What follows belongs to an exercise in optimizing a design on an open flow for small area and a short achievable clock period; a production flow would make more cautious choices.
In this exercise RTL edits were held to simulation tests only and were not proved equivalent to the original.
Power is estimated from default activity; no workload was simulated.

==> design/flow/constraint.sdc <==
create_clock -name core_clock -period 50.0 [get_ports {clk}]
set_input_delay 10.0000 -clock core_clock [delete_from_list [all_inputs] [get_ports {clk}]]
set_output_delay 10.0000 -clock core_clock [all_outputs]
set_load 0.01 [all_outputs]
==> design/flow/config.mk <==
export PLATFORM = sky130hd
export DESIGN_NAME = latency_scoreboard
export DESIGN_NICKNAME = latency_scoreboard
export VERILOG_FILES = /design/flow/design.v
export SDC_FILE = /design/flow/constraint.sdc
export NUM_CORES = 4
export LEC_CHECK = 0
export CAP_MARGIN = 20
export CORE_MARGIN = 2
export CORE_UTILIZATION = 62
export CTS_CLUSTER_DIAMETER = 100
export CTS_CLUSTER_SIZE = 25
export PLACE_DENSITY = 0.75
export SLEW_MARGIN = 20
export SYNTH_HIERARCHICAL = 1
export SYNTH_MINIMUM_KEEP_SIZE = 0
==> design/flow/design.v <==
package latsc_pkg;
   typedef enum logic [2:0] {
      RD_LINE  = 3'd1,
      WR_LINE  = 3'd2,
      WR_THRU  = 3'd3,
      WR_FENCE = 3'd4,
      INTR     = 3'd5
   } req_type_e;
   localparam int TYPE_LSB   = 0;
   localparam int TYPE_WIDTH = 3;
   localparam int TID_WIDTH = 16;
   localparam int COUNT_WIDTH = 8;
   localparam int LAT_MIN_RD  = 10;
   localparam int LAT_MAX_RD  = 40;
   localparam int LAT_MIN_WR  = 8;
   localparam int LAT_MAX_WR  = 30;
   localparam int LAT_MIN_WT  = 6;
   localparam int LAT_MAX_WT  = 20;
   localparam int LAT_MIN_INT = 4;
   localparam int LAT_MAX_INT = 12;
   localparam int LAT_UNDEF   = 16;
   typedef enum logic [1:0] {
      SLOT_FREE,
      SLOT_COUNT,
      SLOT_READY
   } slot_state_e;
endpackage
`timescale 1ns/1ps
module latsc_sel2 #(
   parameter int          W = 1,
   parameter logic [W-1:0] R = '0
) (
   input  logic         rst,
   input  logic         s,
   input  logic [W-1:0] a1,
   input  logic [W-1:0] a0,
   output logic [W-1:0] y
);
   assign y = rst ? R : (s ? a1 : a0);
endmodule
module latsc_sel3 #(
   parameter int W = 1
) (
   input  logic         rst,
   input  logic         up,
   input  logic         dn,
   input  logic [W-1:0] a_up,
   input  logic [W-1:0] a_0,
   input  logic [W-1:0] a_dn,
   output logic [W-1:0] y
);
   always_comb begin
      if (rst)
         y = '0;
      else case ({up, dn})
         2'b10:   y = a_up;
         2'b01:   y = a_dn;
         default: y = a_0;
      endcase
   end
endmodule
module latsc_dec #(
   parameter int N  = 2,
   parameter int SW = 1
) (
   input  logic [SW-1:0] idx,
   output logic [N-1:0]  oh
);
   always_comb begin
      for (int i = 0; i < N; i++)
         oh[i] = (idx == SW'(i));
   end
endmodule
`timescale 1ns/1ps
module latency_scoreboard #(
   parameter int          HDR_WIDTH      = 24,
   parameter int          DATA_WIDTH     = 32,
   parameter int          NUM_SLOTS      = 8,
   parameter int          IN_DEPTH_LOG2  = 5,
   parameter int          IN_FULL_THRESH = 24,
   parameter int          Q_DEPTH_LOG2   = 3,
   parameter int          Q_FULL_THRESH  = 5,
   parameter logic [15:0] LFSR_SEED      = 16'hACE1
) (
   input  logic                           clk,
   input  logic                           rst,
   input  logic [HDR_WIDTH-1:0]           meta_i,
   input  logic [DATA_WIDTH-1:0]          data_i,
   input  logic                           write_en_i,
   output logic [HDR_WIDTH-1:0]           meta_o,
   output logic [DATA_WIDTH-1:0]          data_o,
   output logic [latsc_pkg::TID_WIDTH-1:0] tid_o,
   output logic                           valid_o,
   input  logic                           read_en_i,
   output logic                           empty_o,
   output logic                           full_o,
   output logic                           overflow_o,
   output logic                           underflow_o,
   output logic [31:0]                    count_o
);
   localparam int DW = HDR_WIDTH + DATA_WIDTH;   
   localparam int TL = 7;                        
   localparam int SW = DW + TL;                  
   localparam int MD = 37;                       
   localparam int OD = 4;                        
   localparam int TP = DATA_WIDTH;               
   localparam logic [1:0] S_FREE  = 2'd0;
   localparam logic [1:0] S_COUNT = 2'd1;
   localparam logic [1:0] S_READY = 2'd2;
   localparam logic [1:0] F_PASS = 2'd0;
   localparam logic [1:0] F_WAIT = 2'd1;
   localparam logic [1:0] F_DONE = 2'd2;
   logic [15:0]         tid_q;
   logic [5:0]          in_cnt_q;
   logic                in_full, in_empty, wr_ok;
   logic [5:0]          wp_q, rp_q, sp_q;
   logic [TL-1:0]       sp_tid_q;
   logic [MD*DW-1:0]    mem_q;
   assign in_full  = in_cnt_q[5];
   assign in_empty = (in_cnt_q == 6'd0);
   assign wr_ok    = write_en_i && !in_full;
   logic [MD-1:0] wp_oh, rp_oh, sp_oh;
   latsc_dec #(.N(MD), .SW(6)) u_wp_dec (.idx(wp_q), .oh(wp_oh));
   latsc_dec #(.N(MD), .SW(6)) u_rp_dec (.idx(rp_q), .oh(rp_oh));
   latsc_dec #(.N(MD), .SW(6)) u_sp_dec (.idx(sp_q), .oh(sp_oh));
   always_ff @(posedge clk) begin
      for (int i = 0; i < MD; i++)
         if (!in_full && wp_oh[i])
            mem_q[i*DW +: DW] <= {meta_i, data_i};
   end
   logic [2:0]    head_type;
   logic [DW-1:0] sp_word;
   always_comb begin
      head_type = '0;
      sp_word   = '0;
      for (int i = 0; i < MD; i++) begin
         head_type = head_type | ({3{rp_oh[i]}} & mem_q[i*DW+TP +: 3]);
         sp_word   = sp_word   | ({DW{sp_oh[i]}} & mem_q[i*DW +: DW]);
      end
   end
   logic [1:0] fst_q;
   logic       head_seen_q, push_q;
   logic       is_fence, pass_pop, fence_pop, in_pop;
   logic [2:0] q_cnt_q;
   logic       q_afull, q_empty, q_pop, q_valid_q;
   assign is_fence  = head_seen_q && (head_type == 3'd4);
   assign pass_pop  = (fst_q == F_PASS) && head_seen_q && !is_fence && !q_afull;
   assign fence_pop = (fst_q == F_DONE);
   assign in_pop    = pass_pop || fence_pop;
   assign q_afull = (q_cnt_q >= 3'd5);
   assign q_empty = (q_cnt_q == 3'd0);
   logic [1:0]    sst_q  [NUM_SLOTS];
   logic [5:0]    sctr_q [NUM_SLOTS];
   logic [SW-1:0] sword_q[NUM_SLOTS];
   logic [15:0]   lfsr_q;
   logic [2:0]    free_idx;
   logic          free_found;
   logic [3:0]    used;
   logic [2:0]    rdy_idx;
   logic          rdy_found;
   logic [2:0]    rr_q;
   logic          pop_valid_q;
   logic [2:0]    pop_idx_q;
   logic          out_wr;
   logic [2:0]    o_cnt_q;
   logic          o_afull, o_empty, rd_ok;
   assign o_afull = (o_cnt_q >= 3'd5);
   assign o_empty = (o_cnt_q == 3'd0);
   assign rd_ok   = read_en_i && !o_empty;
   always_comb begin
      free_found = 1'b0;
      free_idx   = '0;
      used       = '0;
      for (int i = NUM_SLOTS - 1; i >= 0; i--) begin
         if (sst_q[i] == S_FREE) begin
            free_found = 1'b1;
            free_idx   = 3'(i);
         end else begin
            used = used + 1'b1;
         end
      end
   end
   always_comb begin
      logic [2:0] idx;
      rdy_found = 1'b0;
      rdy_idx   = rr_q;
      for (int i = 1; i <= NUM_SLOTS; i++) begin
         idx = rr_q + 3'(i);
         if (!rdy_found && sst_q[idx] == S_READY && !(pop_valid_q && pop_idx_q == idx)) begin
            rdy_found = 1'b1;
            rdy_idx   = idx;
         end
      end
   end
   assign q_pop  = !q_empty && (used < 4'd7);
   assign out_wr = pop_valid_q && !o_afull;
   logic [15:0] lfsr_nx;
   logic [6:0]  m31_a;
   logic [5:0]  m31_b;
   logic [4:0]  m31;
   logic [5:0]  m15_a;
   logic [4:0]  m15_b;
   logic [3:0]  m15;
   logic [5:0]  m9_a;
   logic [3:0]  m9;
   logic [6:0]  m23_a;
   logic [5:0]  m23_b;
   logic [4:0]  m23;
   logic [5:0]  dly_rd_q, dly_wr_q, dly_wt_q, dly_int_q;
   logic [5:0]  new_delay;
   assign lfsr_nx = {1'b0, lfsr_q[15:1]} ^ (lfsr_q[0] ? 16'hB400 : 16'h0000);
   always_comb begin
      m31_a = 7'(lfsr_nx[4:0]) + 7'(lfsr_nx[9:5]) + 7'(lfsr_nx[14:10]) + 7'(lfsr_nx[15]);
      m31_b = 6'(m31_a[4:0]) + 6'(m31_a[6:5]);
      m31   = (m31_b >= 6'd31) ? 5'(m31_b - 6'd31) : m31_b[4:0];
      m15_a = 6'(lfsr_nx[3:0]) + 6'(lfsr_nx[7:4]) + 6'(lfsr_nx[11:8]) + 6'(lfsr_nx[15:12]);
      m15_b = 5'(m15_a[3:0]) + 5'(m15_a[5:4]);
      m15   = (m15_b >= 5'd15) ? 4'(m15_b - 5'd15) : m15_b[3:0];
      m9_a  = 6'd18 + 6'(lfsr_nx[2:0]) + 6'(lfsr_nx[8:6]) + 6'(lfsr_nx[14:12])
            - 6'(lfsr_nx[5:3]) - 6'(lfsr_nx[11:9]) - 6'(lfsr_nx[15]);
      if      (m9_a >= 6'd36) m9 = 4'(m9_a - 6'd36);
      else if (m9_a >= 6'd27) m9 = 4'(m9_a - 6'd27);
      else if (m9_a >= 6'd18) m9 = 4'(m9_a - 6'd18);
      else if (m9_a >= 6'd9)  m9 = 4'(m9_a - 6'd9);
      else                    m9 = m9_a[3:0];
      m23_a = 7'(lfsr_nx[4:0]) + 7'(lfsr_nx[15:11]) + 7'(lfsr_nx[10:8]) * 7'd3
            + 7'(lfsr_nx[6:5]) * 7'd9 + (lfsr_nx[7] ? 7'd13 : 7'd0);
      m23_b = 6'(m23_a[4:0]) + 6'(m23_a[6:5]) * 6'd9;
      if      (m23_b >= 6'd46) m23 = 5'(m23_b - 6'd46);
      else if (m23_b >= 6'd23) m23 = 5'(m23_b - 6'd23);
      else                     m23 = m23_b[4:0];
   end
   always_ff @(posedge clk) begin
      lfsr_q    <= rst ? LFSR_SEED : lfsr_nx;
      dly_rd_q  <= 6'd10 + 6'(m31);
      dly_wr_q  <= 6'd8  + 6'(m23);
      dly_wt_q  <= 6'd6  + 6'(m15);
      dly_int_q <= 6'd4  + 6'(m9);
   end
   always_comb begin
      case (sp_word[TP +: 3])
         3'd1:    new_delay = dly_rd_q;
         3'd2:    new_delay = dly_wr_q;
         3'd3:    new_delay = dly_wt_q;
         3'd5:    new_delay = dly_int_q;
         default: new_delay = 6'd16;
      endcase
   end
   always_ff @(posedge clk) begin
      for (int i = 0; i < NUM_SLOTS; i++) begin
         if (rst) begin
            sst_q[i] <= S_FREE;
         end else begin
            case (sst_q[i])
               S_FREE:
                  if (q_valid_q && free_idx == 3'(i))
                     sst_q[i] <= S_COUNT;
               S_COUNT:
                  if (sctr_q[i] == '0)
                     sst_q[i] <= S_READY;
               S_READY:
                  if (out_wr && pop_idx_q == 3'(i))
                     sst_q[i] <= S_FREE;
               default: sst_q[i] <= S_FREE;
            endcase
         end
      end
   end
   always_ff @(posedge clk) begin
      for (int i = 0; i < NUM_SLOTS; i++) begin
         if (q_valid_q && free_idx == 3'(i) && sst_q[i] == S_FREE) begin
            sword_q[i] <= {sp_tid_q, sp_word};
            sctr_q[i]  <= new_delay;
         end else begin
            sctr_q[i]  <= sctr_q[i] - 1'b1;
         end
      end
   end
   always_ff @(posedge clk) begin
      if (rst) begin
         pop_valid_q <= 1'b0;
         pop_idx_q   <= '0;
         rr_q        <= '0;
      end else if (rdy_found && (!pop_valid_q || out_wr)) begin
         pop_valid_q <= 1'b1;
         pop_idx_q   <= rdy_idx;
         rr_q        <= rdy_idx;
      end else if (out_wr) begin
         pop_valid_q <= 1'b0;
      end
   end
   function automatic logic [5:0] inc_md(input logic [5:0] p);
      inc_md = (p == 6'(MD - 1)) ? 6'd0 : p + 6'd1;
   endfunction
   logic [15:0] tid_nx;
   logic [5:0]  wp_nx;
   latsc_sel2 #(.W(16), .R(16'd0)) u_tid_nx (
      .rst(rst), .s(wr_ok), .a1(tid_q + 16'd1), .a0(tid_q), .y(tid_nx));
   latsc_sel2 #(.W(6), .R(6'd0)) u_wp_nx (
      .rst(rst), .s(wr_ok), .a1(inc_md(wp_q)), .a0(wp_q), .y(wp_nx));
   always_ff @(posedge clk) begin
      tid_q <= tid_nx;
      wp_q  <= wp_nx;
   end
   always_ff @(posedge clk) begin
      if (rst) begin
         rp_q        <= '0;
         sp_q        <= '0;
         sp_tid_q    <= '0;
         fst_q       <= F_PASS;
         head_seen_q <= 1'b0;
         push_q      <= 1'b0;
         q_cnt_q     <= '0;
         q_valid_q   <= 1'b0;
      end else begin
         if (in_pop)
            rp_q <= inc_md(rp_q);
         if (q_valid_q || fence_pop) begin
            sp_q     <= inc_md(sp_q);
            sp_tid_q <= sp_tid_q + 1'b1;
         end
         case (fst_q)
            F_PASS:  if (is_fence) fst_q <= F_WAIT;
            F_WAIT:  if (q_empty && !q_valid_q && used == '0 && o_empty) fst_q <= F_DONE;
            default: fst_q <= F_PASS;
         endcase
         head_seen_q <= !in_empty && !in_pop;
         push_q      <= pass_pop;
         case ({push_q, q_pop})
            2'b10:   q_cnt_q <= q_cnt_q + 1'b1;
            2'b01:   q_cnt_q <= q_cnt_q - 1'b1;
            default: q_cnt_q <= q_cnt_q;
         endcase
         q_valid_q <= q_pop;
      end
   end
   logic [OD*SW-1:0]      omem_q;
   logic [1:0]            owp_q, orp_q;
   logic                  r_live_q;
   logic [2:0]            m_cnt;
   logic                  r_load;
   logic [SW-1:0]         pop_word;
   logic [SW-1:0]         head_word;
   logic [TL-1:0]         head_tl;
   logic [5:0]            cnt_q;
   logic [5:0]            cnt_n_q;      
   logic [5:0]            cnt_o_q;      
   logic [5:0]            cnt_base;
   logic                  empty_q, full_q;
   logic [5:0]            in_cnt_base;
   logic [NUM_SLOTS-1:0] pop_oh;
   logic [OD-1:0]        orp_oh, owp_oh;
   latsc_dec #(.N(NUM_SLOTS), .SW(3)) u_pop_dec (.idx(pop_idx_q), .oh(pop_oh));
   latsc_dec #(.N(OD), .SW(2)) u_orp_dec (.idx(orp_q), .oh(orp_oh));
   latsc_dec #(.N(OD), .SW(2)) u_owp_dec (.idx(owp_q), .oh(owp_oh));
   always_comb begin
      pop_word = '0;
      for (int i = 0; i < NUM_SLOTS; i++)
         pop_word = pop_word | ({SW{pop_oh[i]}} & sword_q[i]);
      head_word = '0;
      for (int i = 0; i < OD; i++)
         head_word = head_word | ({SW{orp_oh[i]}} & omem_q[i*SW +: SW]);
   end
   always_ff @(posedge clk) begin
      for (int i = 0; i < OD; i++)
         if (out_wr && owp_oh[i])
            omem_q[i*SW +: SW] <= pop_word;
   end
   assign head_tl = head_word[DW +: TL];
   assign m_cnt  = o_cnt_q - 3'(r_live_q);
   assign r_load = !r_live_q && (m_cnt != 3'd0);
   always_ff @(posedge clk) begin
      if (r_load) begin
         {meta_o, data_o} <= head_word[DW-1:0];
         tid_o            <= {tid_q[15:TL] - 9'(head_tl > tid_q[TL-1:0]), head_tl};
      end
   end
   assign cnt_q       = ~cnt_n_q;
   assign cnt_base    = cnt_q + 6'(push_q) + 6'(q_valid_q) - 6'(in_pop) - 6'(q_pop);
   assign in_cnt_base = in_cnt_q - 6'(in_pop);
   logic [2:0] o_base;
   logic [5:0] in_cnt_nx, cnt_nx;
   logic [2:0] o_cnt_nx;
   logic       empty_nx, full_nx;
   assign o_base = o_cnt_q + 3'(out_wr);
   latsc_sel2 #(.W(6), .R(6'd0)) u_in_cnt_nx (
      .rst(rst), .s(wr_ok), .a1(in_cnt_base + 6'd1), .a0(in_cnt_base), .y(in_cnt_nx));
   latsc_sel2 #(.W(1), .R(1'b0)) u_full_nx (
      .rst(rst), .s(wr_ok), .a1(in_cnt_base >= 6'd23), .a0(in_cnt_base >= 6'd24), .y(full_nx));
   latsc_sel2 #(.W(3), .R(3'd0)) u_o_cnt_nx (
      .rst(rst), .s(rd_ok), .a1(o_base - 3'd1), .a0(o_base), .y(o_cnt_nx));
   latsc_sel2 #(.W(1), .R(1'b1)) u_empty_nx (
      .rst(rst), .s(rd_ok), .a1(o_base == 3'd1), .a0(o_base == 3'd0), .y(empty_nx));
   latsc_sel3 #(.W(6)) u_cnt_nx (
      .rst(rst), .up(wr_ok), .dn(rd_ok),
      .a_up(cnt_base + 6'd1), .a_0(cnt_base), .a_dn(cnt_base - 6'd1), .y(cnt_nx));
   always_ff @(posedge clk) begin
      in_cnt_q <= in_cnt_nx;
      full_q   <= full_nx;
      o_cnt_q  <= o_cnt_nx;
      empty_q  <= empty_nx;
      cnt_n_q  <= ~cnt_nx;
      cnt_o_q  <= cnt_nx;
   end
   always_ff @(posedge clk) begin
      if (rst) begin
         owp_q       <= '0;
         orp_q       <= '0;
         r_live_q    <= 1'b0;
         valid_o     <= 1'b0;
         overflow_o  <= 1'b0;
         underflow_o <= 1'b0;
      end else begin
         if (out_wr)
            owp_q <= owp_q + 2'd1;
         if (r_load)
            orp_q <= orp_q + 2'd1;
         r_live_q <= !rd_ok && (r_live_q || m_cnt != 3'd0);
         valid_o     <= rd_ok;
         overflow_o  <= write_en_i && in_full;
         underflow_o <= read_en_i && o_empty;
      end
   end
   assign empty_o = empty_q;
   assign full_o  = full_q;
   assign count_o = 32'(cnt_o_q);
endmodule
==> design/flow/standard.sh <==
#!/bin/bash
# synth_recipe.tcl (not shown) runs the flow's synth.tcl, then flattens the netlist and writes it again
# the make line also repeats each setting of config.mk as NAME=value (left out here)
make -C /OpenROAD-flow-scripts/flow DESIGN_CONFIG=/design/flow/config.mk WORK_HOME=/design/flow/orfs CLKGATE_MAP_FILE= SYNTH_SCRIPT=/design/flow/synth_recipe.tcl "${@:-finish}"
==> design/flow/flow/run.sh <==
#!/bin/bash
# Layout flow: the standard ORFS flow (standard.sh, all stages from the
# standard synthesis to finish), with one change: the port buffers that
# buffer_ports inserts at placement are sky130_fd_sc_hd__buf_4 instead of the
# default cell, so the fixed I/O delays are not lengthened by slow buffers.
# ORFS writes each step's log under orfs/logs; make's own output goes to
# flow_make.log in the work folder.
set -euo pipefail
cd "$(dirname "$0")/.."
export BUFFER_PORTS_ARGS="-buffer_cell sky130_fd_sc_hd__buf_4"
bash standard.sh finish > flow_make.log 2>&1
==> flow_results.org, run 1 <==
** Timing
- Setup violations remaining at the end of the flow were counted as 0.
- Setup repair after global routing missed its margin :: false
- Clock period minus worst slack :: 11.55 ns
- Slew Limit Fails :: 0
- In the final timing run, aggregate negative setup slack is 0 ns.
- Hold Fails Final Rpt :: 0
- For the pin with the worst max-slew slack, the measured transition is 1.25 ns.
- In this run the tightest slew margin relative to its limit is 16.5%.
- The clock arrives with 0.0536 ns of skew.
- Period utilisation layout :: 23.1%
- Derived from the worst setup path, the maximum achievable clock frequency is 0.0866 GHz.
- Setup slack closes at 38.45 ns.

** Logic synthesis
- Yosys Warn Count :: 14
- Number of cells produced by synthesis :: 6,891
- In this run, synthesis produced a sequential element count of 3,086.
- Top cells by area in the synthesized netlist :: edfxtp_1, a22oi_1, dfxtp_1
- Cell Area, Synth :: 117,000 um^2
- Post-synth EDFFs :: 2,900
- Among all flip-flop cells after synthesis, the most frequent one is edfxtp_1.
- Post-Synthesis Mean Instance Area :: 17.0 um^2
- Portion of synthesized cell area occupied by the leading cell type :: 74.5%
- Async S/R FF share, synth :: 0%
- After synthesis, flip-flops and latches occupy 77.7% of the total area.
- Number of distinct library cell variants in the gate-level netlist after synthesis :: 88
- Summed over all instances, the cell type with the most area after synthesis is edfxtp_1.

** Job
- Across the run, the number of max-cap violations was 0.

** Finish
- Fraction of layout instances using a drive strength above 1 :: 8.86%
- Summing all flip-flop and latch instances after layout gives 90,800 um^2.
- Final core area utilization :: 66.9%
- In the layout the commonest cells are edfxtp_1, a22oi_1, buf_4.
- Non-filler cells, final :: 9,513
- Area of the multi-input gates :: 24,500 um^2
- Count of nets after finishing :: 7,213
- Most common library cell in the layout ignoring fill and taps :: edfxtp_1
- The area growth from synthesis to layout is 7.39%.
- The layout has 12,200 filler cells.

** Power and ir drop
- The internal power of the cells totals 4.22 mW.
- Sequential Power Share :: 53.0%
- Power spread over the standard cell area amounts to 48.7 nW/um^2.
- Worst supply voltage drop on vdd :: 0.0637 mV
- Net switching power :: 1.90 mW
- Proportion of power drawn by the clock network :: 21.4%
- Switch share :: 31.0%
- Combinational fraction of design power :: 25.7%
- In this run the static leakage power is 39.8 nW.

** Placed design
- Count of port buffers added during placement :: 142
- Post-placement worst setup slack :: 37.83 ns
- Routability-driven placement finished with a final weighted congestion of 0.934.
- Post-placement cell count :: 9,320
- HPWL after DPL :: 181,000 um

** GRT
- Overall track demand over capacity in global routing :: 36.2%
- Initial antenna violation count :: 24
- Total global routing overflow :: 0
- Number of global-route vias before repair :: 66,600
- Entering global routing, the biggest net connects 67 pins.
- The first global-routing pass estimated 488,000 um of wire.

** Worst hold path
- Type of the tightest min-delay check :: reg -> reg
- The worst hold path begins at sctr_q[1][0].
- Counting instances, the worst hold path has a depth of 1.
- For hold timing, the worst endpoint is sctr_q[1][0].

** Die
- The die is 438 um tall.
- Die Span X :: 438 um
- After floorplanning, the core was divided into 159 placement rows.
- Starting utilization of the core area :: 62.3%
- 169 I/O pins were placed.
- Floorplan die area :: 192,000 um^2
- In this run the standard cell core region covers 188,000 um^2.

** Critical path
- The worst register-to-register path ends at cnt_n_q[5].
- Top fanout value on the critical path :: 1
- Type of the worst setup path :: reg -> out
- Required time worst endpoint :: 40.00 ns
- The signal on the critical path passes through buf_4.
- FF-to-FF Start :: sst_q[6][0]
- Reg2Reg Setup Slack :: 42.28 ns
- Buffers & Inverters on Critical Path :: 1
- Logic depth of the worst register-to-register path :: 33
- Max incr delay on CP :: 0.53 ns
- In this design, the largest share of critical-path delay is due to flip-flops.
- The worst setup path is launched from a flip-flop.
- The slowest stage of the critical path is the dfxtp_1 cell.
- Worst Setup End Kind :: output pin
- For the worst setup path, the data arrival time is 1.55 ns.

** Routing
- After detailed routing, the number of vias per cell comes to 7.42.
- Mean routed wirelength per cell :: 36.9 um
- The routed design has 351,000 um of wire.
- Remaining DRCs :: 0
- Detail Route Antenna Nets :: 0
- The first detailed-routing pass took 9 iterations.
- The detailed router placed 70,600 vias in this run.
- The first routing iteration left 13,100 violations.

** Clock network
- Number of buffers inserted during clock tree synthesis :: 143
- CTS root buffer :: clkbuf_16
- In this run the deepest clock path goes through 3 buffers.
- Clock latency on the worst-skew pair, taken at its later pin, is 0.87 ns.
- Post-CTS timing repair inserted 0 buffers for setup.
- Clk pin slew, worst setup/hold paths :: 0.10 ns
- The clock net in this run drives a total of 3,086 sinks.
- The H-tree generated during clock tree synthesis spans 4 levels.
- Hold repair after CTS inserted 0 buffers.
- Once the clock tree was built, the resizer swapped 0 gates to a different size.
- Clock tree from TritonCTS :: built

** Outcome
- Status :: complete, no violations
-- layout make-up --
class	count	share of cell area, %
Clock buffer	160	2.99
Tap cell	2495	2.49
Timing Repair Buffer	313	1.95
Multi-Input combinational cell	3268	19.5
Clock inverter	15	0.181
Sequential cell	3086	72.4
Antenna cell	18	0.0359
Inverter	158	0.481
-- metrics by stage --
step	hold WS [ns]	cell area (um^2)	total power, mW
floorplan	0.429	117000	4.26
finish	0.469	125000	6.11
CTS	0.464	125000	6.08
global placement	0.446	121000	4.77
detailed placement	0.448	121000	4.83
global route	0.478	125000	6.34
-- routing by layer --
metal | vias up | part of all wire, % | global-route usage, %
met5 | - | 0.033 | 0
met4 | 10 | 6.1 | 18.2
met3 | 1319 | 16 | 10.1
met2 | 6101 | 45 | 54.8
met1 | 35100 | 33 | 48.6
li1 | 28000 | - | -
-- power by group through the flow --
stage / clock [mW] / sequential [mW] / combinational, mW
after global placement: 0 / 3.29 / 1.49
after floorplan: 0 / 3.30 / 0.960
after detailed placement: 0 / 3.29 / 1.54
after global routing: 1.38 / 3.25 / 1.71
after CTS: 1.30 / 3.24 / 1.54
final: 1.31 / 3.24 / 1.57
-- worst max path at each step --
stage          cells past startpoint         end        from  slack (ns)
4_1_cts                            1  overflow_o  overflow_o       38.38
3_5_place_dp                       5     sp_q[2]         rst       37.83
5_1_grt                            1  overflow_o  overflow_o       38.41
6_report                           1  overflow_o  overflow_o       38.45
2_1_floorplan                      7  cnt_n_q[3]  write_en_i       38.61
3_3_place_gp                       5     sp_q[2]         rst       37.88
-- state kept, by name, summed over array words and instances, names as in the netlist, 7 cells and up --
| name | cells |
|---|---|
| data_o | 32 |
| sst_q | 16 |
| tid_q | 16 |
| lfsr_q | 16 |
| omem_q | 252 |
| tid_o | 16 |
| sword_q | 504 |
| mem_q | 2072 |
| sctr_q | 48 |
| sp_tid_q | 7 |
| meta_o | 24 |
-- Yosys cell counts (43+ instances only) --
cell type and count:
o21ai_0 79, nand2_1 214, a22oi_1 1028, inv_1 158, xnor2_1 89, a21oi_1 74
edfxtp_1 2900, a222oi_1 64, mux2i_1 43, nor3_1 98, a22o_1 188, ha_1 142
buf_1 79, nand4_1 302, dfxtp_1 186, xor2_1 58, clkbuf_1 288, a221oi_1 185
nor2b_1 60, nor2_1 256
-- kinds of logic after synthesis --
kind of cell,count (synthesis),synth area share (%)
AOI/OAI and AO/OA,1726,11.4
muxes,57,0.503
other,1,0.00321
xor gates and xnor gates,150,1.14
buffers and inverters,562,1.94
adders and majority gates,184,2.23
and+or+nand+nor,1125,5.07
DFF,3086,77.7
==> run 2: changes to the inputs <==
==> design/flow/flow/run.sh (replaced) <==
#!/bin/bash
# Layout flow: the standard ORFS flow (standard.sh, all stages from the
# standard synthesis to finish), with one change: the port buffers that
# buffer_ports inserts at placement are sky130_fd_sc_hd__buf_2 instead of the
# default cell, so the fixed I/O delays are not lengthened by slow buffers.
# ORFS writes each step's log under orfs/logs; make's own output goes to
# flow_make.log in the work folder.
set -euo pipefail
cd "$(dirname "$0")/.."
export BUFFER_PORTS_ARGS="-buffer_cell sky130_fd_sc_hd__buf_2"
bash standard.sh finish > flow_make.log 2>&1
--- a/design/flow/config.mk
+++ b/design/flow/config.mk
@@ -6,11 +6,11 @@
 export NUM_CORES = 4
 export LEC_CHECK = 0
-export CAP_MARGIN = 20
+export CAP_MARGIN = 10
 export CORE_MARGIN = 2
-export CORE_UTILIZATION = 62
+export CORE_UTILIZATION = 58
 export CTS_CLUSTER_DIAMETER = 100
 export CTS_CLUSTER_SIZE = 25
-export PLACE_DENSITY = 0.75
-export SLEW_MARGIN = 20
+export PLACE_DENSITY = 0.72
+export SLEW_MARGIN = 10
 export SYNTH_HIERARCHICAL = 1
 export SYNTH_MINIMUM_KEEP_SIZE = 0
==> flow_results.org, run 2 <==
** Logic synthesis
- Top cell type by total area after synthesis :: edfxtp_1
- By area the synthesized netlist is led by edfxtp_1, a22oi_1, dfxtp_1.
- The async set-reset flop share out of synthesis is 0% (unchanged).
- By instance count, the leading cell after synthesis is edfxtp_1.
- The number of instances in the synthesized netlist is 6,891 (unchanged).
- Yosys Warn Count :: 14 (unchanged)
- For this run, the leading register cell type out of synthesis is edfxtp_1.
- The synthesized area per cell was 17.0 um^2 (unchanged).
- Number of distinct library cell variants in the gate-level netlist after synthesis :: 88 (unchanged)
- Post-synth EDFFs :: 2,900 (unchanged)
- Cell Area, Synth :: 117,000 um^2 (unchanged)
- The portion of the post-synthesis area used by sequential elements is 77.7% (unchanged).
- The share of the synthesized area in the top cell type was 74.5% (unchanged).
- By count the netlist is led by edfxtp_1, a22oi_1, nand4_1, clkbuf_1, nor2_1.
- The number of storage elements in the synthesis netlist came to 3,086 (unchanged).

** Critical path
- FF-to-FF Start :: sst_q[6][0]
- Type of the worst setup path :: reg -> out
- The worst path arrival time was 1.37 ns (-0.18 ns).
- Buffers & Inverters on Critical Path :: 1 (unchanged)
- In this run the critical register-to-register path is captured at cnt_n_q[5].
- Logic depth of the worst register-to-register path :: 33 (unchanged)
- Startpoint type of the worst setup path :: flip-flop
- The slowest stage of the critical path is the edfxtp_1 cell.
- The worst setup path is captured at an output pin.
- Worst setup path start :: data_o[12]
- The kind of cell with the highest combined delay along the critical path is flip-flops.
- Reg2Reg Setup Slack :: 42.22 ns (-0.06 ns)
- The critical path goes through buf_2.
- The largest driver fanout on the critical path is 1 (unchanged).
- The critical path data required time came to 40.00 ns (about the same).
- The critical path's largest stage delay is 0.38 ns (-0.15 ns).

** Finish
- mem_q holds more flip-flops than any other register.
- Final core area utilization :: 62.7% (-4.2 points)
- The filler cell count in the final layout is 13,800 (+14%).
- Registers with the most flip-flops :: mem_q x2072, sword_q x504, omem_q x252
- The number of flip-flops in the largest register was 2,072 (unchanged).
- The library cell used most frequently in the layout, excluding fill and tap cells, is edfxtp_1.
- The post-layout net count came to 7,209 (-0.055%).
- The post-route non-filler standard cell count came to 9,678 (+1.7%).
- The share of final-layout standard cells stronger than drive strength 1 came to 8.82% (-0.034 points).
- In the layout the commonest cells are edfxtp_1, a22oi_1, nand4_1.
- Final design area excluding fillers :: 125,000 um^2 (about the same)
- Syn-to-layout area delta :: 7.34% (about the same)

** Timing
- The worst slack on hold paths is 0.470 ns (+0.000231 ns).
- Hold Fails Final Rpt :: 0 (unchanged)
- Setup repair after global routing left no endpoint under its margin.
- Worst Max-Slew Pin Slew :: 1.31 ns (+0.0647 ns)
- Slew Limit Fails :: 0 (unchanged)
- Clock period minus worst slack :: 11.37 ns (-0.181 ns)
- Worst Setup Slack, final :: 38.63 ns (+0.181 ns)
- Period utilisation layout :: 22.7% (-0.36 points)
- Maximum clock frequency :: 0.0880 GHz (+1.6%)
- Clk_skew :: 0.0381 ns (-0.0156 ns)
- The final total negative setup slack was 0 ns (unchanged).
- Max_slew headroom :: 12.2% (-4.3 points)
- The number of setup violations in the final report is 0 (unchanged).

** GRT
- Total global routing overflow :: 0 (unchanged)
- Initial antenna violation count :: 29 (+21%)
- Pin count of the biggest net entering global routing :: 82 (+22%)
- Global-route wire length before repair :: 492,000 um (+0.90%)
- The via count of the first global-routing pass is 65,500 (-1.6%).
- Overall track demand over capacity in global routing :: 34.2% (-2.0 points)

** Clock network
- The clock net sink count was 3,086 (unchanged).
- Setup fix buffers added after clock tree synthesis :: 0 (unchanged)
- CTS root buffer :: clkbuf_16
- Clock tree from TritonCTS :: built
- Clock H-tree levels :: 4 (unchanged)
- Number of gates given a new drive strength after cts :: 0 (unchanged)
- The hold buffer count at cts came to 0 (unchanged).
- Worst-case clock buffer depth :: 3 (unchanged)
- Clock Latency Late Sink :: 0.87 ns (about the same)
- Number of buffers inserted during clock tree synthesis :: 144 (+0.70%)
- The clock input transition at the sequential cells of the worst setup and hold paths was 0.10 ns (about the same).

** Routing
- The vias per cell came to 7.27 (-2.0%).
- Vias after detailed routing :: 70,300 (-0.32%)
- The detail-routed net length per standard cell was 36.6 um (-0.66%).
- The total length of routed wires came to 354,000 um (+1.1%).
- The DRC marker count from the first detailed-route iteration was 12,800 (-2.3%).
- The DRC violation count after routing is 0 (unchanged).
- Detailed Routing Iterations Pass 1 :: 9 (unchanged)
- The count of nets left with antenna violations after detail routing is 0 (unchanged).

** Die
- The horizontal extent of the die was 453 um (+3.4%).
- The I/O pin count came to 169 (unchanged).
- Number of rows created at floorplan :: 164 (+3.1%)
- Starting utilization of the core area :: 58.4% (-3.9 points)
- The die area is 205,000 um^2 (+6.8%).
- The placeable core region came to 200,000 um^2 (+6.6%).
- The height of the die is 453 um (+3.4%).

** Job
- # Max-Cap Violations :: 0 (unchanged)

** Outcome
- The flow ran to the end and the layout has no timing, DRC or antenna violations.

** Power and ir drop
- The post-route total power was 6.13 mW (+0.27%).
- Combinational fraction of design power :: 25.6% (about the same)
- Net switching power :: 1.92 mW (+1.3%)
- The portion of total power attributed to the clock network came to 21.6% (+0.2 points).
- Switch share :: 31.3% (+0.32 points)
- The maximum vdd drop is 0.0741 mV (+16%).
- The share of power burned in registers was 52.8% (-0.2 points).
- The power density over the cells was 48.9 nW/um^2 (+0.31%).
- The internal portion of total power came to 4.21 mW (-0.20%).
- The cell leakage power is 39.6 nW (-0.27%).

** Placed design
- The worst setup timing slack at the placement stage was 38.39 ns (+0.559 ns).
- The cell area reported after detailed placement is 121,000 um^2 (-0.11%).
- The placed instance count is 9,476 (+1.7%).
- The count of port buffers added during placement came to 142 (unchanged).
- The final weighted congestion of routability-driven global placement was 0.912 (-2.3%).
- HPWL after DPL :: 181,000 um (+0.17%)

** Worst hold path
- Min-Delay Startpoint :: sctr_q[3][0]
- The worst hold path cell count was 1 (unchanged).
- For hold timing, the worst endpoint is sctr_q[3][0].
- Type of the tightest min-delay check :: reg -> reg
==> run 2: cell families after synthesis <==
kind of cell	count (synthesis)	share of synthesized area [%]
AOI/OAI and AO/OA	1726	11.4
xor gates and xnor gates	150	1.14
adders and majority gates	184	2.23
buffers and inverters	562	1.94
DFF	3086	77.7
muxes	57	0.503
other	1	0.00321
and+or+nand+nor	1125	5.07
==> run 2: layout make-up <==
| class | count | area [um^2] | share of cell area (%) |
|---|---|---|---|
| Timing Repair Buffer | 308 | 2100 | 1.67 |
| Sequential cell | 3086 | 90800 | 72.4 |
| Inverter | 158 | 603 | 0.481 |
| Antenna cell | 18 | 45.0 | 0.0359 |
| Multi-Input combinational cell | 3268 | 24500 | 19.5 |
| Clock inverter | 17 | 254 | 0.203 |
| Clock buffer | 167 | 3800 | 3.03 |
| Tap cell | 2656 | 3320 | 2.65 |
==> run 2: power groups by stage <==
stage / clock, mW / combinational [mW] / sequential, mW
after detailed placement: 0 / 1.54 / 3.29
after global routing: 1.41 / 1.71 / 3.25
after CTS: 1.33 / 1.54 / 3.23
after floorplan: 0 / 0.960 / 3.30
after global placement: 0 / 1.49 / 3.29
final: 1.32 / 1.57 / 3.24
==> run 2: worst max-delay path by stage <==
| stage | slack (ns) | cells after the start | endpoint |
|---|---|---|---|
| detailed placement | 38.39 | 7 | cnt_n_q[0] |
| floorplan | 38.61 | 7 | cnt_n_q[3] |
| CTS | 38.56 | 1 | data_o[15] |
| finish | 38.63 | 1 | data_o[12] |
| global route | 38.57 | 1 | data_o[15] |
| global placement | 38.42 | 7 | cnt_n_q[3] |
==> run 2: layer usage <==
metal | wire [um] | GRT usage, % | up-vias
li1 | - | - | 28100
met1 | 121000 | 46.3 | 35300
met2 | 160000 | 52.1 | 5884
met3 | 52800 | 8.52 | 1095
met4 | 19800 | 16.8 | 22
met5 | 132 | 0 | -
==> run 3: changes to the inputs <==
--- a/design/flow/config.mk
+++ b/design/flow/config.mk
@@ -10,5 +10,5 @@
 export CORE_UTILIZATION = 58
 export CTS_CLUSTER_DIAMETER = 100
-export CTS_CLUSTER_SIZE = 25
+export CTS_CLUSTER_SIZE = 28
 export PLACE_DENSITY = 0.72
 export SLEW_MARGIN = 10
==> flow_results.org, run 3 <==
** Clock network
- The post-CTS setup buffer count is 0 (unchanged).
- Clock Latency Late Sink :: 0.86 ns (about the same)
- The hold buffer count at cts was 0 (unchanged).
- The number of H-tree branching levels is 4 (unchanged).
- Number of buffers inserted during clock tree synthesis :: 131 (-9.0%)
- Clk pin slew, worst setup/hold paths :: 0.11 ns (about the same)
- Worst-case clock buffer depth :: 3 (unchanged)
- Clock tree from TritonCTS :: built
- The clock net sink count came to 3,086 (unchanged).
- CTS root buffer :: clkbuf_16
- The post-CTS resize count was 0 (unchanged).

** Placed design
- HPWL after DPL :: 181,000 um (unchanged)
- The final weighted congestion of routability-driven global placement is 0.912 (unchanged).
- The cell area reported after detailed placement is 121,000 um^2 (unchanged).
- Post-placement cell count :: 9,476 (unchanged)
- Count of port buffers added during placement :: 142 (unchanged)

** Routing
- Metal2 WL :: 159,000 um (-0.90%)
- Post-route met1 wirelength :: 120,000 um (-0.90%)
- The DRC marker count from the first detailed-route iteration is 12,500 (-2.2%).
- After detailed routing, no signal wire sits above met5.
- Mean routed wirelength per cell :: 36.5 um (-0.17%)
- The wire length on met3 was 52,900 um (about the same).
- The count of vias placed by the detailed router was 70,100 (-0.27%).
- The vias per cell is 7.26 (about the same).
- Remaining DRCs :: 0 (unchanged)
- Drt total wl :: 353,000 um (-0.37%)
- The first-pass iteration count of the detailed router came to 10 (+1).
- The count of nets left with antenna violations after detail routing came to 0 (unchanged).

** Critical path
- The critical path goes through buf_2.
- The worst register-to-register path ends at cnt_n_q[5].
- Logic depth of the worst register-to-register path :: 33 (unchanged)
- The critical path data required time came to 40.00 ns (about the same).
- Slowest library cell on the worst path :: edfxtp_1
- The largest driver fanout on the critical path was 1 (unchanged).
- The critical path buffer and inverter count is 1 (unchanged).
- The critical path depth in cells came to 1 (unchanged).
- Worst setup path start :: data_o[12]
- Reg2Reg Setup Slack :: 42.20 ns (-0.02 ns)
- Max incr delay on CP :: 0.38 ns (about the same)
- FF-to-FF Start :: sst_q[6][1]
- Arrival time at the worst endpoint :: 1.37 ns (about the same)
- Capturing instance or port of the critical path :: data_o[12]
- Type of the worst setup path :: reg -> out
- Grouping stages by cell kind, the critical path spends the most delay in flip-flops.
- The worst setup path is launched from a flip-flop.
- Worst Setup End Kind :: output pin

** Logic synthesis
- #FFs+latches synth :: 3,086 (unchanged)
- Top cell type by total area after synthesis :: edfxtp_1
- Sequential share of the synthesized area :: 77.7% (unchanged)
- For this run, the leading register cell type out of synthesis is edfxtp_1.
- Most frequent cell after synthesis :: edfxtp_1
- Post-synth top cells :: edfxtp_1, a22oi_1, nand4_1, clkbuf_1, nor2_1
- Number of distinct library cell variants in the gate-level netlist after synthesis :: 88 (unchanged)
- The count of warnings emitted by yosys is 14 (unchanged).
- The share of the synthesized area in the top cell type came to 74.5% (unchanged).
- Cell Area, Synth :: 117,000 um^2 (unchanged)
- The synthesized area per cell was 17.0 um^2 (unchanged).
- Post-synth EDFFs :: 2,900 (unchanged)
- Top cells by area in the synthesized netlist :: edfxtp_1, a22oi_1, dfxtp_1
- The async set-reset flop share out of synthesis was 0% (unchanged).
- The number of instances in the synthesized netlist was 6,891 (unchanged).

** Timing
- The top achievable clock speed is 0.0879 GHz (about the same).
- The setup clock skew after layout was 0.0557 ns (+0.0177 ns).
- The final total negative setup slack came to 0 ns (unchanged).
- Slew Limit Fails :: 0 (unchanged)
- Setup repair after global routing missed its margin :: false
- The share of the clock period used by the worst path after layout came to 22.7% (about the same).
- Finish-stage setup viols :: 0 (unchanged)
- The post-layout minimum cycle time was 11.37 ns (+0.000600 ns).
- The worst slew slack as a fraction of its limit is 7.84% (-4.4 points).
- Worst Max-Slew Pin Slew :: 1.38 ns (+0.0658 ns)
- The number of hold violations in the final report came to 0 (unchanged).

** Die
- The placeable core region came to 200,000 um^2 (unchanged).
- The count of standard-cell rows came to 164 (unchanged).
- Die Y :: 453 um (unchanged)
- The horizontal extent of the die was 453 um (unchanged).
- The I/O pin count is 169 (unchanged).
- Floorplan die area :: 205,000 um^2 (unchanged)
- The initial core utilization is 58.4% (unchanged).

** Job
- # Max-Cap Violations :: 0 (unchanged)

** Finish
- The share of final-layout standard cells stronger than drive strength 1 is 8.63% (-0.19 points).
- The largest registers in the layout are mem_q x2072, sword_q x504, omem_q x252.
- The final core utilization is 62.5% (-0.18 points).
- Register with the most flip-flops :: mem_q
- Leaving out fill and tap cells, the most frequent cell in the layout is edfxtp_1.
- The post-route cell area was 125,000 um^2 (-0.29%).
- The post-layout net count was 7,196 (-0.18%).
- In the layout the commonest cells are edfxtp_1, a22oi_1, nand4_1.
- Non-filler cells, final :: 9,659 (-0.20%)
- Flip-flop count of the largest register after layout :: 2,072 (unchanged)
- Syn-to-layout area delta :: 7.03%

** GRT
- Number of global-route vias before repair :: 65,200 (-0.39%)
- Overall track demand over capacity in global routing :: 34.0% (-0.14 points)
- Global-route wire length before repair :: 490,000 um (-0.43%)
- Pin count of the biggest net entering global routing :: 82 (unchanged)
- Initial antenna violation count :: 31 (+6.9%)
- The overflow left after global routing is 0 (unchanged).

** Worst hold path
- The worst hold path cell count is 1 (unchanged).
- The path class of the tightest hold or removal check is reg -> reg.

** Power and ir drop
- Leak Pwr :: 39.5 nW (-0.46%)
- The power density over the cells was 48.5 nW/um^2 (-0.80%).
- Worst supply voltage drop on vdd :: 0.0735 mV (-0.87%)

** Outcome
- The run finished with no timing, DRC or antenna violations.
[run 3: power by group]
part	internal, mW	total [mW]	switching (mW)
sequential	3.17	3.23	0.0646
combinational	0.486	1.57	1.08
clock	0.500	1.26	0.760
[run 3: worst reg2reg max path: cells and delay by family (launching register included)]
family	cells	cell delay, ns
flops	1	0.43
simple gates	8	1.48
buf+inv	5	0.37
mux	2	0.53
compound gates	4	1.03
fa+ha+maj	10	3.11
xor+xnor	4	0.75
[run 3: how the worst min path moves through the flow]
stage / start / end
2_1_floorplan: sctr_q[7][0] / sctr_q[7][0]
3_3_place_gp: sctr_q[2][0] / sctr_q[2][0]
3_5_place_dp: sctr_q[3][0] / sctr_q[3][0]
4_1_cts: sctr_q[3][0] / sctr_q[3][0]
5_1_grt: sctr_q[5][0] / sctr_q[5][0]
6_report: sctr_q[2][0] / sctr_q[2][0]
[run 3: per-stage QoR]
step / hold WS [ns] / worst slack, ns / power (mW)
finish: 0.472 / 38.63 / 6.06
detailed placement: 0.454 / 38.39 / 4.83
CTS: 0.470 / 38.57 / 6.04
global placement: 0.446 / 38.42 / 4.77
floorplan: 0.429 / 38.61 / 4.26
global route: 0.499 / 38.57 / 6.31
[run 3: final cells by class]
cell class | count | area, um^2
Clock buffer | 151 | 3420
Sequential cell | 3086 | 90800
Inverter | 158 | 603
Clock inverter | 17 | 282
Tap cell | 2656 | 3320
Fill cell | 13900 | 75000
Multi-Input combinational cell | 3268 | 24500
Timing Repair Buffer | 308 | 2100
Antenna cell | 15 | 37.5
[run 3: layer usage]
layer | global-route usage, % | vias to the layer above
li1 | - | 28000
met1 | 45.8 | 35200
met2 | 52.1 | 5801
met3 | 8.61 | 1148
met4 | 16.8 | 22
met5 | 0 | -
[run 3: logic make-up (layout without fill, tap and decap cells)]
| logic type | count (synthesis) | in the layout | synth area share, % |
|---|---|---|---|
| flip-flops | 3086 | 3086 | 77.7 |
| AO/OA/AOI/OAI | 1726 | 1726 | 11.4 |
| AND/OR/NAND/NOR | 1125 | 1125 | 5.07 |
| buffers and inverters | 562 | 634 | 1.94 |
| adder cells (fa/ha/maj) | 184 | 184 | 2.23 |
| XOR/XNOR | 150 | 150 | 1.14 |
| multiplexers | 57 | 57 | 0.503 |
| other | 1 | 41 | 0.00321 |
==> run 4: changes to the inputs <==
==> design/flow/flow/run.sh (replaced) <==
#!/bin/bash
# Layout flow: the standard ORFS flow (standard.sh, from the standard
# synthesis to finish), with two changes:
#  - the port buffers that buffer_ports inserts at placement are
#    sky130_fd_sc_hd__buf_2 instead of the default cell, so the fixed I/O
#    delays are not lengthened by slow buffers;
#  - the timing repair after clock tree synthesis and after global routing
#    works with a setup margin, so that it also improves the I/O paths that
#    set the achieved period (the clock period itself is unchanged).
# ORFS writes each step's log under orfs/logs; make's own output goes to
# flow_make_*.log in the work folder.
set -euo pipefail
cd "$(dirname "$0")/.."
export BUFFER_PORTS_ARGS="-buffer_cell sky130_fd_sc_hd__buf_2"
bash standard.sh synth floorplan place > flow_make_1.log 2>&1
export SETUP_SLACK_MARGIN=38.7
bash standard.sh cts route finish > flow_make_2.log 2>&1
--- a/design/flow/config.mk
+++ b/design/flow/config.mk
@@ -10,5 +10,5 @@
 export CORE_UTILIZATION = 58
 export CTS_CLUSTER_DIAMETER = 100
-export CTS_CLUSTER_SIZE = 28
+export CTS_CLUSTER_SIZE = 25
 export PLACE_DENSITY = 0.72
 export SLEW_MARGIN = 10
==> flow_results.org, run 4 <==
** Die
- Starting utilization of the core area :: 58.4% (unchanged)
- Floorplan die area :: 205,000 um^2 (unchanged)
- Total I/O pin count :: 169 (unchanged)
- Die Y :: 453 um (unchanged)
- Die Span X :: 453 um (unchanged)
- The count of standard-cell rows is 164 (unchanged).
- Area inside the core boundary :: 200,000 um^2 (unchanged)

** Critical path
- The critical path depth in cells is 1 (unchanged).
- FF-to-FF Start :: sst_q[6][0]
- Worst setup path start :: tid_o[9]
- The number of cell instances on the worst register-to-register path is 33 (unchanged).
- The worst setup path is launched from a flip-flop.
- Traced cell by cell, the critical path runs through buf_2.
- The setup path with the least slack is of type reg -> out.
- The slowest stage of the critical path is the edfxtp_1 cell.
- Buffers & Inverters on Critical Path :: 1 (unchanged)
- Worst Setup End Kind :: output pin
- Gate family responsible for the most delay along the worst path :: flip-flops
- The setup slack on the worst flop-to-flop path is 42.22 ns (+0.02 ns).
- Destination of the worst register-to-register timing path :: cnt_n_q[5]
- The worst path arrival time came to 1.37 ns (about the same).
- The critical path data required time came to 40.00 ns (about the same).
- Top fanout value on the critical path :: 1 (unchanged)
- The critical path's largest stage delay came to 0.38 ns (about the same).

** Logic synthesis
- Number of distinct library cell variants in the gate-level netlist after synthesis :: 88 (unchanged)
- The share of synthesized area spent on multiplexers came to 0.503% (unchanged).
- Post-synth EDFFs :: 2,900 (unchanged)
- The share of the synthesized area in the top cell type came to 74.5% (unchanged).
- Cell Area, Synth :: 117,000 um^2 (unchanged)
- The synthesized-area fraction occupied by and/or/nand/nor cells was 5.07% (unchanged).
- After synthesis, the most frequently instantiated cells are edfxtp_1, a22oi_1, nand4_1, clkbuf_1, nor2_1.
- The number of instances in the synthesized netlist is 6,891 (unchanged).
- By area the synthesized netlist is led by edfxtp_1, a22oi_1, dfxtp_1.
- The synthesized-area fraction occupied by xor and xnor cells was 1.14% (unchanged).
- Sequential share of the synthesized area :: 77.7% (unchanged)
- Most frequent cell after synthesis :: edfxtp_1
- Yosys Warn Count :: 14 (unchanged)
- Top cell type by total area after synthesis :: edfxtp_1
- Among all flip-flop cells after synthesis, the most frequent one is edfxtp_1.
- The synthesized area per cell was 17.0 um^2 (unchanged).
- The number of storage elements in the synthesis netlist came to 3,086 (unchanged).
- The async set-reset flop share out of synthesis came to 0% (unchanged).
- After synthesis, the largest family of logic cells by area is compound AO/OA/AOI/OAI gates.
- Adder and majority cell fraction of the synthesized area :: 2.23% (unchanged)
- Post-synthesis compound-gate area fraction :: 11.4% (unchanged)

** Placed design
- Post-placement cell count :: 9,476 (unchanged)
- The final weighted congestion of routability-driven global placement came to 0.912 (unchanged).
- HPWL after DPL :: 181,000 um (unchanged)
- The count of port buffers added during placement is 142 (unchanged).

** Worst hold path
- Type of the tightest min-delay check :: reg -> reg
- Min-Delay Startpoint :: sctr_q[2][0]
- The worst hold path cell count came to 1 (unchanged).
- The worst hold path terminates at sctr_q[2][0].

** Job
- The max-cap violation count was 0 (unchanged).

** Finish
- The number of flip-flops in the largest register came to 2,072 (unchanged).
- Non-filler cells, final :: 9,675 (+0.17%)
- Area of the multi-input gates :: 24,500 um^2 (unchanged)
- Sequential cell area :: 90,800 um^2 (about the same)
- Commonest non-fill, non-tap cells in the layout :: edfxtp_1, a22oi_1, nand4_1
- Most common library cell in the layout ignoring fill and taps :: edfxtp_1
- Register with the most flip-flops :: mem_q
- From synthesis to final layout, the design area changed by 7.35%.
- Fraction of layout instances using a drive strength above 1 :: 8.87% (+0.24 points)
- The filler cell count in the final layout is 13,800 (-0.23%).
- The largest registers in the layout are mem_q x2072, sword_q x504, omem_q x252.
- The post-layout net count came to 7,209 (+0.18%).

** GRT
- Global-route wire length before repair :: 492,000 um (+0.43%)
- Total global routing overflow :: 0 (unchanged)
- Number of global-route vias before repair :: 65,500 (+0.39%)
- The largest net degree at the start of global routing came to 82 (unchanged).
- The initial antenna violation count was 29 (-6.5%).
- The aggregate global-route resource usage is 34.2% (+0.14 points).

** Routing
- Remaining DRCs :: 0 (unchanged)
- The count of nets left with antenna violations after detail routing came to 0 (unchanged).
- Mean routed wirelength per cell :: 36.6 um (+0.22%)
- Drt total wl :: 354,000 um (+0.39%)
- Detailed Routing Iterations Pass 1 :: 6 (-4)
- The DRC marker count from the first detailed-route iteration came to 12,800 (+2.6%).
- Detailed-route vias per instance :: 7.26 (about the same)
- The count of vias placed by the detailed router is 70,300 (+0.20%).

** Clock network
- The clock input transition at the sequential cells of the worst setup and hold paths is 0.10 ns (about the same).
- The hold buffer count at cts came to 0 (unchanged).
- Clock Latency Late Sink :: 0.87 ns (about the same)
- Number of buffers inserted during clock tree synthesis :: 144 (+9.9%)
- Total clock sinks :: 3,086 (unchanged)
- Clock tree from TritonCTS :: built
- The post-CTS setup buffer count was 0 (unchanged).
- The maximum buffer depth of the clock tree came to 3 (unchanged).
- In this run the clock root is driven by a clkbuf_16.
- Clock H-tree levels :: 4 (unchanged)
- Number of gates given a new drive strength after cts :: 6 (+6)

** Timing
- The measured slew at the worst slew-check pin was 1.34 ns (-0.0369 ns).
- Finish-stage setup viols :: 0 (unchanged)
- Clock period minus worst slack :: 11.37 ns (-0.00200 ns)
- Maximum clock frequency :: 0.0880 GHz (about the same)
- Slew Limit Fails :: 0 (unchanged)
- The setup clock skew after layout came to 0.0387 ns (-0.0171 ns).
- Period utilisation layout :: 22.7% (about the same)
- Hold Fails Final Rpt :: 0 (unchanged)
- The worst slew slack as a fraction of its limit is 10.3% (+2.5 points).
- Setup repair after global routing missed its margin :: true
- Total Neg Setup Slack :: 0 ns (unchanged)

** Outcome
- The run finished with no timing, DRC or antenna violations.

** Power and ir drop
- Worst supply voltage drop on vdd :: 0.0738 mV (+0.47%)
- Leak Pwr :: 39.7 nW (+0.47%)
- The power density over the cells was 48.9 nW/um^2 (+0.82%).
## run 4: report_power, final
part	switching [mW]	internal, mW	total, mW	leakage, nW
sequential	0.0649	3.17	3.24	27.8
clock	0.772	0.550	1.32	1.97
combinational	1.08	0.487	1.57	9.89
## run 4: metal layers
metal | track usage, % | wire (um) | vias to the layer above
li1 | - | - | 28100
met1 | 46.3 | 120000 | 35100
met2 | 52.1 | 160000 | 5948
met3 | 8.52 | 53800 | 1142
met4 | 16.8 | 20500 | 22
met5 | 0 | 132 | -
## run 4: cell families (layout without fill, tap and decap cells)
| kind of cell | count (synthesis) | in the layout |
|---|---|---|
| DFF | 3086 | 3086 |
| AOI/OAI and AO/OA | 1726 | 1726 |
| and+or+nand+nor | 1125 | 1125 |
| buffers and inverters | 562 | 650 |
| adders and majority gates | 184 | 184 |
| xor gates and xnor gates | 150 | 150 |
| muxes | 57 | 57 |
| other | 1 | 41 |
## run 4: how the worst max path moves through the flow
stage,endpoint,slack (ns)
6_report,tid_o[9],38.63
5_1_grt,data_o[15],38.57
4_1_cts,data_o[15],38.56
3_5_place_dp,cnt_n_q[0],38.39
3_3_place_gp,cnt_n_q[3],38.42
2_1_floorplan,cnt_n_q[3],38.61
## run 4: layout make-up
| cell class | count | area share [%] |
|---|---|---|
| multi-input combinational | 3268 | 19.5 |
| tap | 2656 | 2.65 |
| antenna | 15 | 0.0299 |
| sequential | 3086 | 72.4 |
| timing repair buffer | 308 | 1.69 |
| inverter | 158 | 0.481 |
| clock inverter | 17 | 0.203 |
| clock buffer | 167 | 3.03 |
## run 4: stage by stage
stage               instance area (um^2)  util (%)  worst slack (ns)  power, mW  hold WS [ns]
finish                            125000      62.7             38.63       6.13         0.471
global route                      125000      62.7             38.57       6.37         0.498
CTS                               125000      62.7             38.56       6.10         0.469
detailed placement                121000      60.6             38.39       4.83         0.454
global placement                  121000      60.6             38.42       4.77         0.446
floorplan                         117000         -             38.61       4.26         0.429
==> run 5: changes to the inputs <==
--- a/design/flow/flow/run.sh
+++ b/design/flow/flow/run.sh
@@ -3,5 +3,5 @@
 # synthesis to finish), with two changes:
 #  - the port buffers that buffer_ports inserts at placement are
-#    sky130_fd_sc_hd__buf_2 instead of the default cell, so the fixed I/O
+#    sky130_fd_sc_hd__buf_4 instead of the default cell, so the fixed I/O
 #    delays are not lengthened by slow buffers;
 #  - the timing repair after clock tree synthesis and after global routing
@@ -12,5 +12,5 @@
 set -euo pipefail
 cd "$(dirname "$0")/.."
-export BUFFER_PORTS_ARGS="-buffer_cell sky130_fd_sc_hd__buf_2"
+export BUFFER_PORTS_ARGS="-buffer_cell sky130_fd_sc_hd__buf_4"
 bash standard.sh synth floorplan place > flow_make_1.log 2>&1
 export SETUP_SLACK_MARGIN=38.7
--- a/design/flow/config.mk
+++ b/design/flow/config.mk
@@ -6,11 +6,11 @@
 export NUM_CORES = 4
 export LEC_CHECK = 0
-export CAP_MARGIN = 10
+export CAP_MARGIN = 20
 export CORE_MARGIN = 2
-export CORE_UTILIZATION = 58
+export CORE_UTILIZATION = 62
 export CTS_CLUSTER_DIAMETER = 100
 export CTS_CLUSTER_SIZE = 25
-export PLACE_DENSITY = 0.72
-export SLEW_MARGIN = 10
+export PLACE_DENSITY = 0.75
+export SLEW_MARGIN = 20
 export SYNTH_HIERARCHICAL = 1
 export SYNTH_MINIMUM_KEEP_SIZE = 0
==> flow_results.org, run 5 <==
** Placed design
- Standard cell area after detailed placement :: 121,000 um^2 (+0.11%)
- Post-placement cell count :: 9,320 (-1.6%)
- The half-perimeter wire length after detailed placement was 181,000 um (-0.17%).
- The final weighted congestion of routability-driven global placement came to 0.934 (+2.4%).
- The count of port buffers added during placement was 142 (unchanged).

** Clock network
- Clock tree from TritonCTS :: built
- The later-pin clock latency in the skew report is 0.87 ns (about the same).
- The number of buffers added by the clock tree synthesis step is 143 (-0.69%).
- Clk pin slew, worst setup/hold paths :: 0.10 ns (about the same)
- The clock net sink count was 3,086 (unchanged).
- The number of H-tree branching levels was 4 (unchanged).
- Worst-case clock buffer depth :: 3 (unchanged)
- The root buffer cell chosen for the clock tree is clkbuf_16.

** Die
- The placeable core region came to 188,000 um^2 (-6.2%).
- Starting utilization of the core area :: 62.3% (+3.9 points)
- Die Y :: 438 um (-3.3%)
- Total I/O pin count :: 169 (unchanged)
- Floorplan die area :: 192,000 um^2 (-6.4%)
- Die Span X :: 438 um (-3.3%)
- Number of rows created at floorplan :: 159 (-3.0%)

** Finish
- Most common library cell in the layout ignoring fill and taps :: edfxtp_1
- Flip-flop count of the largest register after layout :: 2,072 (unchanged)
- In the final layout, the registers with the most flip-flops are mem_q x2072, sword_q x504, omem_q x252.
- Fraction of layout instances using a drive strength above 1 :: 9.01% (+0.15 points)
- Final core area utilization :: 67.0% (+4.3 points)
- Count of nets after finishing :: 7,213 (+0.055%)
- Fill cell total of the finished layout :: 12,200 (-12%)
- Compared with the post-synthesis result, the final layout area differs by 7.62%.
- Register with the most flip-flops :: mem_q
- The post-route cell area is 126,000 um^2 (+0.25%).
- The top cell types in the final layout, fill and taps aside, are edfxtp_1, a22oi_1, nand4_1.
- Non-filler cells, final :: 9,509 (-1.7%)

** GRT
- Overall track demand over capacity in global routing :: 36.2% (+2.0 points)
- Pin count of the biggest net entering global routing :: 67 (-18%)
- Initial antenna violation count :: 24 (-17%)
- The overflow left after global routing was 0 (unchanged).
- Number of global-route vias before repair :: 66,600 (+1.7%)
- The first-pass GRT wire length came to 488,000 um (-0.88%).

** Critical path
- Gate family responsible for the most delay along the worst path :: flip-flops
- Worst Setup End Kind :: output pin
- The largest individual stage delay along the critical path comes from the cell edfxtp_1.
- Buffers & Inverters on Critical Path :: 1 (unchanged)
- The critical path data required time came to 40.00 ns (about the same).
- Cells traversed along the worst timing path :: buf_6
- FF-to-FF Start :: sst_q[7][0]
- Arrival time at the worst endpoint :: 1.39 ns (+0.02 ns)
- STA classifies the critical path startpoint as a flip-flop.
- Type of the worst setup path :: reg -> out
- Top fanout value on the critical path :: 1 (unchanged)
- The critical path's largest stage delay was 0.41 ns (+0.03 ns).
- Worst setup path start :: data_o[27]

** Power and ir drop
- The power density over the cells came to 48.8 nW/um^2 (-0.18%).
- Leak Pwr :: 39.8 nW (+0.48%)
- The maximum vdd drop came to 0.0643 mV (-13%).

** Logic synthesis
- Post-synth top cells :: edfxtp_1, a22oi_1, nand4_1, clkbuf_1, nor2_1
- Sorting the synthesized cells by area gives the leading types as edfxtp_1, a22oi_1, dfxtp_1.
- The number of instances in the synthesized netlist is 6,891 (unchanged).
- Summed over all instances, the cell type with the most area after synthesis is edfxtp_1.
- Predominant post-synthesis flop cell :: edfxtp_1
- #FFs+latches synth :: 3,086 (unchanged)
- The synthesized-area fraction occupied by and/or/nand/nor cells is 5.07% (unchanged).
- Adder and majority cell fraction of the synthesized area :: 2.23% (unchanged)
- Post-synthesis compound-gate area fraction :: 11.4% (unchanged)
- The portion of the post-synthesis area used by sequential elements came to 77.7% (unchanged).
- Post-synth EDFFs :: 2,900 (unchanged)
- The share of the synthesized area in the top cell type is 74.5% (unchanged).
- Post-Synthesis Mean Instance Area :: 17.0 um^2 (unchanged)
- Number of distinct library cell variants in the gate-level netlist after synthesis :: 88 (unchanged)
- Yosys Warn Count :: 14 (unchanged)
- Dominant combinational cell family by area after synthesis :: compound AO/OA/AOI/OAI gates
- Multiplexer area fraction after synthesis :: 0.503% (unchanged)
- The async set-reset flop share out of synthesis is 0% (unchanged).
- Most frequent cell after synthesis :: edfxtp_1
- Post-synthesis share of cell area spent on xor and xnor gates :: 1.14% (unchanged)
- The mapped cell area was 117,000 um^2 (unchanged).

** Routing
- Mean routed wirelength per cell :: 36.9 um (+0.67%)
- Detailed-route vias per instance :: 7.42 (+2.1%)
- The count of nets left with antenna violations after detail routing was 0 (unchanged).
- The first-pass iteration count of the detailed router was 7 (+1).
- Drt total wl :: 351,000 um (-1.1%)
- Vias after detailed routing :: 70,500 (+0.33%)
- Starting DRC count in detailed routing :: 12,900 (+1.0%)
- The DRC violation count after routing is 0 (unchanged).

** Worst hold path
- The startpoint identified for the worst hold timing path is sctr_q[1][0].
- Type of the tightest min-delay check :: reg -> reg

** Timing
- The share of the clock period used by the worst path after layout was 22.8% (+0.047 points).
- Clock period minus worst slack :: 11.39 ns (+0.0235 ns)
- The setup clock skew after layout is 0.0520 ns (+0.0134 ns).
- The final max-slew violation count was 0 (unchanged).
- The worst slack on hold paths was 0.465 ns (-0.00513 ns).
- Setup repair after global routing could not meet its margin everywhere.
- Finish-stage setup viols :: 0 (unchanged)
- Total Neg Setup Slack :: 0 ns (unchanged)
- The measured slew at the worst slew-check pin was 1.25 ns (-0.0906 ns).
- The worst slew slack as a fraction of its limit came to 16.4% (+6.1 points).
- The top achievable clock speed was 0.0878 GHz (-0.21%).
- The number of hold violations in the final report is 0 (unchanged).

** Outcome
- Status :: complete, no violations

** Job
- # Max-Cap Violations :: 0 (unchanged)
## run 5: layer usage
metal	up-vias	routed length [um]	track usage [%]
li1	28000	-	-
met3	1293	56300	10.1
met5	-	115	0
met1	35100	116000	48.7
met4	14	21800	18.2
met2	6067	157000	54.8
## run 5: final cells by class
type / count / area (um^2) / area share (%)
Sequential cell: 3086 / 90800 / 72.2
Multi-Input combinational cell: 3268 / 24500 / 19.5
Clock buffer: 160 / 3750 / 2.98
Tap cell: 2495 / 3120 / 2.48
Timing Repair Buffer: 313 / 2710 / 2.16
Inverter: 158 / 603 / 0.480
Clock inverter: 15 / 226 / 0.180
Antenna cell: 14 / 35.0 / 0.0279
## run 5: kinds of logic after synthesis
| family | Yosys count |
|---|---|
| adder cells (fa/ha/maj) | 184 |
| AND/OR/NAND/NOR | 1125 |
| flip-flops | 3086 |
| other | 1 |
| AO/OA/AOI/OAI | 1726 |
| multiplexers | 57 |
| buffers and inverters | 562 |
| XOR/XNOR | 150 |
## run 5: worst paths after layout
check | endpoint | slack [ns] | depth (start not counted)
setup / recovery | data_o[27] | 38.61 | 1
hold / removal | sctr_q[1][0] | 0.47 | 1
setup reg to reg | cnt_n_q[5] | 42.26 | 33
hold reg to reg | sctr_q[1][0] | 0.47 | 1
## run 5: power breakdown
group	internal, mW	leakage [nW]	switching, mW
Clock	0.543	1.94	0.762
Combinational	0.518	10.1	1.07
Sequential	3.17	27.8	0.0711
Total	4.23	39.8	1.90
## run 5: repair_timing
action,in CTS,in global routing
resized for setup,34,50
endpoints found under the hold margin,0,0
setup buffers,0,0
hold buffers,0,0
endpoints found under the setup margin,83,89
## run 5: metrics by stage
step | setup WS (ns) | total power [mW]
4_1_cts | 38.54 | 6.09
2_1_floorplan | 38.61 | 4.26
3_3_place_gp | 37.88 | 4.77
6_report | 38.61 | 6.13
3_5_place_dp | 37.83 | 4.83
5_1_grt | 38.57 | 6.37

[static timing again, ports no longer ideal]
How much do the figures lean on ideal ports? The routed layouts below were timed once more, with nothing changed but the port constraints. Step 1 sets driving cells, clkbuf_16 on the clock port and buf_2 on the other inputs (assumed; they add their load-dependent delay and slew). Step 2, shift: input delay + t, output delay - t, t = (earliest + latest rising clock arrival at the registers) / 2. This alone moves slack from input paths to output paths. Slacks: ideal / step 1 / step 2; pairs: ideal / step 1.
| run | shift t [ns] | setup slack, ns | worst hold slack (ns) | latest minus earliest clock arrival (ns) |
|---|---|---|---|---|
| run 1 | 0.933 | 38.450 / 38.360 / 37.823 | 0.469 / 0.469 / 0.469 | 0.059 / 0.059 |
| run 2 | 0.952 | 38.630 / 38.529 / 38.376 | 0.470 / 0.470 / 0.470 | 0.039 / 0.039 |
| run 3 | 0.921 | 38.630 / 38.542 / 38.394 | 0.472 / 0.472 / 0.472 | 0.059 / 0.060 |
| run 4 | 0.952 | 38.632 / 38.531 / 38.374 | 0.471 / 0.471 / 0.471 | 0.039 / 0.039 |
| run 5 | 0.933 | 38.608 / 38.518 / 38.079 | 0.465 / 0.465 / 0.465 | 0.056 / 0.056 |
After both steps setup and hold are still met in every run listed. The setup slack of run 1, which loses most, moves by -0.090 ns with the drivers and by -0.627 ns with both steps.
